From an optimization exercise on the open Yosys and OpenROAD flow, aimed at small area; shortcuts taken in it are not production practice. Where RTL was checked, it was by simulation tests only, not by an equivalence proof against the original.

==> flow/design.v <==
package alb_pkg;
    localparam int SAMPLE_W   = 10;     
    localparam int LEVEL_W    = 5;      
    localparam int CFG_W      = 4;      
    localparam int CFG_IDX_W  = 2;
    localparam int WINDOW_LEN = 10;
    localparam int SUM_W      = 14;     
endpackage
module alb_window (
    input  logic                          aclk,
    input  logic                          aresetn,
    input  logic                          upd,       
    input  logic [alb_pkg::SAMPLE_W-1:0]  in_sample,
    output logic [alb_pkg::SUM_W-1:0]     sum_m10
);
    localparam int N = alb_pkg::WINDOW_LEN;
    localparam int W = alb_pkg::SUM_W;
    logic [alb_pkg::SAMPLE_W-1:0] ent [N];    
    logic [3:0]                   cnt;        
    logic                         first;
    logic [W-1:0]                 op_b, op_c, csa_s, csa_c, sum_next;
    assign first = (cnt == 4'd0);
    assign op_b = first ? {3'b000, in_sample, 1'b0} : {4'b0000, in_sample};
    assign op_c = first ? {1'b0, in_sample, 3'b000} : ~{4'b0000, ent[N-1]};
    always_comb begin
        logic c;
        csa_s    = sum_m10 ^ op_b ^ op_c;
        csa_c    = {(sum_m10[W-2:0] & op_b[W-2:0]) | (sum_m10[W-2:0] & op_c[W-2:0]) | (op_b[W-2:0] & op_c[W-2:0]), !first};
        c        = 1'b0;
        for (int i = 0; i < W; i++) begin
            sum_next[i] = csa_s[i] ^ csa_c[i] ^ c;
            c           = (csa_s[i] & csa_c[i]) | (csa_s[i] & c) | (csa_c[i] & c);
        end
    end
    always_ff @(posedge aclk) begin
        if (upd) begin
            ent[0] <= in_sample;
            for (int i = 1; i < N - 1; i++) begin
                ent[i] <= ent[i-1];
            end
        end
        if (upd && (first || cnt == 4'(N))) begin
            ent[N-1] <= first ? in_sample : ent[N-2];
        end
    end
    always_ff @(posedge aclk) begin
        if (!aresetn) begin
            cnt     <= '0;
            sum_m10 <= 14'h3ff6;    
        end else if (upd) begin
            if (cnt != 4'(N)) begin
                cnt <= cnt + 4'd1;
            end
            sum_m10 <= sum_next;
        end
    end
endmodule
module alb_scale (
    input  logic                       aclk,
    input  logic                       aresetn,
    input  logic                       in_valid,
    output logic                       in_ready,
    input  logic [alb_pkg::SUM_W-1:0]  sum_m10,
    output logic                       out_valid,
    input  logic                       out_ready,
    input  logic [alb_pkg::CFG_W-1:0]  min_level,
    input  logic [alb_pkg::CFG_W-1:0]  max_level,
    output logic [alb_pkg::CFG_W-1:0]  target
);
    function automatic [4:0] div10_step(input [4:0] v);
        case (v)
            5'd10:   div10_step = {1'b1, 4'd0};
            5'd11:   div10_step = {1'b1, 4'd1};
            5'd12:   div10_step = {1'b1, 4'd2};
            5'd13:   div10_step = {1'b1, 4'd3};
            5'd14:   div10_step = {1'b1, 4'd4};
            5'd15:   div10_step = {1'b1, 4'd5};
            5'd16:   div10_step = {1'b1, 4'd6};
            5'd17:   div10_step = {1'b1, 4'd7};
            5'd18:   div10_step = {1'b1, 4'd8};
            5'd19:   div10_step = {1'b1, 4'd9};
            default: div10_step = {1'b0, v[3:0]};
        endcase
    endfunction
    function automatic [13:0] add14(input [13:0] a, input [13:0] b, input cin);
        logic c;
        c = cin;
        for (int i = 0; i < 14; i++) begin
            add14[i] = a[i] ^ b[i] ^ c;
            c        = (a[i] & b[i]) | (a[i] & c) | (b[i] & c);
        end
    endfunction
    logic        va_reg, vp_reg, vt_reg, ra, rp, rt;
    logic [9:0]  a, a_reg;
    logic        zero_reg;
    logic [3:0]  d;
    logic        crossed;
    logic [13:0] p;
    logic [3:0]  p_hi_reg, p_lo_reg;
    logic        p_ones_reg, zero_p_reg;
    logic [3:0]  quot, target_next, target_reg;
    assign rt       = !vt_reg || out_ready;
    assign rp       = !vp_reg || rt;
    assign ra       = !va_reg || rp;
    assign in_ready = ra;
    always_comb begin
        logic [3:0] r;
        logic [4:0] o;
        r = sum_m10[13:10];
        for (int i = 9; i >= 0; i--) begin
            o    = div10_step({r, sum_m10[i]});
            a[i] = o[4];
            r    = o[3:0];
        end
    end
    always_comb begin
        logic b;
        b = 1'b0;
        for (int i = 0; i < 4; i++) begin
            d[i] = max_level[i] ^ min_level[i] ^ b;
            b    = (!max_level[i] & min_level[i]) | (!(max_level[i] ^ min_level[i]) & b);
        end
        crossed = b;
    end
    always_comb begin
        logic [13:0] acc;
        acc = d[0] ? 14'(a_reg) << 1 : 14'(a_reg);
        acc = add14(acc, d[1] ? 14'(a_reg) << 1 : 14'd0, 1'b0);
        acc = add14(acc, d[2] ? 14'(a_reg) << 2 : 14'd0, 1'b0);
        acc = add14(acc, d[3] ? 14'(a_reg) << 3 : 14'd0, 1'b0);
        p   = acc;
    end
    always_comb begin
        logic cc;
        cc = 1'b1;
        for (int i = 0; i < 4; i++) begin
            cc = (p_lo_reg[i] & p_hi_reg[i]) | (p_lo_reg[i] & cc) | (p_hi_reg[i] & cc);
        end
        cc = cc & p_ones_reg;
        for (int i = 0; i < 4; i++) begin
            quot[i] = p_hi_reg[i] ^ cc;
            cc      = cc & p_hi_reg[i];
        end
        if (zero_p_reg) begin
            quot = 4'd0;
        end
    end
    always_comb begin
        if (crossed) begin
            target_next = min_level - 4'd1;
        end else begin
            target_next = max_level - quot;
        end
    end
    always_ff @(posedge aclk) begin
        if (!aresetn) begin
            va_reg <= 1'b0;
            vp_reg <= 1'b0;
            vt_reg <= 1'b0;
        end else begin
            if (ra) begin
                va_reg <= in_valid;
            end
            if (rp) begin
                vp_reg <= va_reg;
            end
            if (rt) begin
                vt_reg <= vp_reg;
            end
        end
    end
    always_ff @(posedge aclk) begin
        if (in_valid && ra) begin
            a_reg    <= a;
            zero_reg <= sum_m10[13] & sum_m10[12];
        end
        if (va_reg && rp) begin
            p_hi_reg   <= p[13:10];
            p_lo_reg   <= p[3:0];
            p_ones_reg <= &p[9:4];
            zero_p_reg <= zero_reg;
        end
        if (vp_reg && rt) begin
            target_reg <= target_next;
        end
    end
    assign out_valid = vt_reg;
    assign target    = target_reg;
endmodule
module alb_level (
    input  logic [alb_pkg::CFG_W-1:0]  target,
    input  logic [alb_pkg::CFG_W-1:0]  level,
    output logic [alb_pkg::CFG_W-1:0]  level_next,
    output logic                       moved
);
    always_comb begin
        level_next = level;
        moved      = 1'b1;
        if (target > level) begin
            level_next = level + 4'd1;
        end else if (target < level) begin
            level_next = level - 4'd1;
        end else begin
            moved      = 1'b0;
        end
    end
endmodule
module ambient_light_brightness_tracker (
    input  logic                  aclk,
    input  logic                  aresetn,
    input  logic                  cfg_wr_en,
    input  logic [alb_pkg::CFG_IDX_W-1:0]  cfg_index,
    input  logic [alb_pkg::CFG_W-1:0]      cfg_wdata,
    input  logic                  s_valid,
    output logic                  s_ready,
    input  logic [alb_pkg::SAMPLE_W-1:0]   s_light_sample,
    output logic                  m_valid,
    input  logic                  m_ready,
    output logic signed [alb_pkg::LEVEL_W-1:0] m_level,
    output logic                  m_level_written,
    output logic signed [alb_pkg::LEVEL_W-1:0] m_target_level
);
    logic                        auto_enable;
    logic [alb_pkg::CFG_W-1:0]   manual_level, min_level, max_level;
    logic                        v1, r1, r2, upd;
    logic [alb_pkg::SUM_W-1:0]   sum_m10;
    logic [alb_pkg::CFG_W-1:0]   target, level_reg, level_next;
    logic                        moved;
    always_ff @(posedge aclk) begin
        if (!aresetn) begin
            auto_enable  <= 1'b1;
            manual_level <= 4'd8;
            min_level    <= 4'd0;
            max_level    <= 4'd15;
        end else if (cfg_wr_en) begin
            case (cfg_index)
                2'd0: auto_enable  <= cfg_wdata[0];
                2'd1: manual_level <= cfg_wdata;
                2'd2: min_level    <= cfg_wdata;
                2'd3: max_level    <= cfg_wdata;
                default: ;
            endcase
        end
    end
    assign r1      = !v1 || r2;
    assign s_ready = r1;
    assign upd     = s_valid && r1 && auto_enable;
    alb_window u_window (
        .aclk      (aclk),
        .aresetn   (aresetn),
        .upd       (upd),
        .in_sample (s_light_sample),
        .sum_m10   (sum_m10)
    );
    alb_scale u_scale (
        .aclk      (aclk),
        .aresetn   (aresetn),
        .in_valid  (v1),
        .in_ready  (r2),
        .sum_m10   (sum_m10),
        .out_valid (m_valid),
        .out_ready (m_ready),
        .min_level (min_level),
        .max_level (max_level),
        .target    (target)
    );
    alb_level u_level (
        .target     (target),
        .level      (level_reg),
        .level_next (level_next),
        .moved      (moved)
    );
    always_ff @(posedge aclk) begin
        if (!aresetn) begin
            v1        <= 1'b0;
            level_reg <= '0;
        end else begin
            if (r1) begin
                v1 <= s_valid;
            end
            if (m_valid && m_ready && auto_enable) begin
                level_reg <= level_next;
            end
        end
    end
    assign m_level         = auto_enable ? {1'b0, level_next} : {1'b0, manual_level};
    assign m_level_written = auto_enable ? moved : 1'b1;
    assign m_target_level  = auto_enable ? {1'b0, target} : 5'd0;
endmodule
==> flow/config.mk <==
export PLATFORM = sky130hd
export DESIGN_NAME = ambient_light_brightness_tracker
export DESIGN_NICKNAME = ambient_light_brightness_tracker
export VERILOG_FILES = /design/flow/design.v
export SDC_FILE = /design/flow/constraint.sdc
export NUM_CORES = 4
export LEC_CHECK = 0
export ABC_AREA = 1
export CAP_MARGIN = 20
export CORE_MARGIN = 2
export CORE_UTILIZATION = 40
export CTS_BUF_LIST = sky130_fd_sc_hd__clkbuf_8
export PLACE_DENSITY = 0.6
export SLEW_MARGIN = 20
==> flow/constraint.sdc <==
create_clock -name core_clock -period 7.0 [get_ports {aclk}]
set_input_delay 1.4000 -clock core_clock [delete_from_list [all_inputs] [get_ports {aclk}]]
set_output_delay 1.4000 -clock core_clock [all_outputs]
set_load 0.01 [all_outputs]
run.sh (not shown) runs the stock make flow with config.mk's settings and CLKGATE_MAP_FILE= SYNTH_SCRIPT=/design/flow/synth_recipe.tcl, a recipe that flattens the netlist after the stock synthesis.
Rerun with:
--- a/flow/design.v
+++ b/flow/design.v
@@ -90,17 +90,16 @@
             c        = (a[i] & b[i]) | (a[i] & c) | (b[i] & c);
         end
     endfunction
-    logic        va_reg, vp_reg, vt_reg, ra, rp, rt;
+    logic        va_reg, vp_reg, ra, rp;
     logic [9:0]  a, a_reg;
     logic        zero_reg;
     logic [3:0]  d;
     logic        crossed;
     logic [13:0] p;
     logic [3:0]  p_hi_reg, p_lo_reg;
-    logic        p_ones_reg, zero_p_reg;
-    logic [3:0]  quot, target_next, target_reg;
-    assign rt       = !vt_reg || out_ready;
-    assign rp       = !vp_reg || rt;
+    logic        p_ones_reg;
+    logic [3:0]  quot;
+    assign rp       = !vp_reg || out_ready;
     assign ra       = !va_reg || rp;
     assign in_ready = ra;
     always_comb begin
@@ -141,31 +140,24 @@
             quot[i] = p_hi_reg[i] ^ cc;
             cc      = cc & p_hi_reg[i];
         end
-        if (zero_p_reg) begin
-            quot = 4'd0;
-        end
     end
     always_comb begin
         if (crossed) begin
-            target_next = min_level - 4'd1;
-        end else begin
-            target_next = max_level - quot;
+            target = min_level - 4'd1;
+        end else begin
+            target = max_level - quot;
         end
     end
     always_ff @(posedge aclk) begin
         if (!aresetn) begin
             va_reg <= 1'b0;
             vp_reg <= 1'b0;
-            vt_reg <= 1'b0;
         end else begin
             if (ra) begin
                 va_reg <= in_valid;
             end
             if (rp) begin
                 vp_reg <= va_reg;
-            end
-            if (rt) begin
-                vt_reg <= vp_reg;
             end
         end
     end
@@ -175,17 +167,12 @@
             zero_reg <= sum_m10[13] & sum_m10[12];
         end
         if (va_reg && rp) begin
-            p_hi_reg   <= p[13:10];
+            p_hi_reg   <= zero_reg ? 4'd0 : p[13:10];
             p_lo_reg   <= p[3:0];
-            p_ones_reg <= &p[9:4];
-            zero_p_reg <= zero_reg;
-        end
-        if (vp_reg && rt) begin
-            target_reg <= target_next;
-        end
-    end
-    assign out_valid = vt_reg;
-    assign target    = target_reg;
+            p_ones_reg <= !zero_reg && (&p[9:4]);
+        end
+    end
+    assign out_valid = vp_reg;
 endmodule
 module alb_level (
     input  logic [alb_pkg::CFG_W-1:0]  target,
Result: Setup slack improves by 0.010 ns; cell count falls by 1.2%; worst hold slack stays flat; global-route usage climbs by 1.2 points; routed wire length went up by about 1.5%; count of clock-buffer cells in the layout does not change; design area came out lower by 1.7%; first-iteration DRC count shrinks by about 30%; utilization rose by 0.49 points; area after synthesis went down by 2.2%.
Function not checked in the first run of this note: the RTL went through the layout flow alone.

==> separate check: timing with driven ports <==
The flow's constraints put no driver on any port. The routed layouts listed below were extracted and timed again, unchanged, in two steps.
Step 1: set_driving_cell puts a clkbuf_16 on aclk and a buf_2 on each other input, an assumption about the parent block.
Step 2 adds t to the input delays and takes it off the output delays; t is the mean of the earliest and latest rising clock arrival at the registers after step 1. Input paths then give back, and output paths get back, about the clock's delay inside the block.
Slacks: ideal ports / drivers / drivers and shift; pairs: ideal ports / drivers.
| run | shift t [ns] | setup slack, ns | latest minus earliest clock arrival (ns) |
|---|---|---|---|
| the first run | 0.494 | 0.240 / 0.240 / -0.144 | 0.016 / 0.015 |
| the second run | 0.492 | 0.250 / 0.250 / -0.222 | 0.013 / 0.013 |
With both steps, setup timing fails in the first run and the second run, where it was met with ideal ports. For the second run, which loses most, drivers alone change the setup slack by 0.000 ns; drivers and shift together by -0.472 ns.
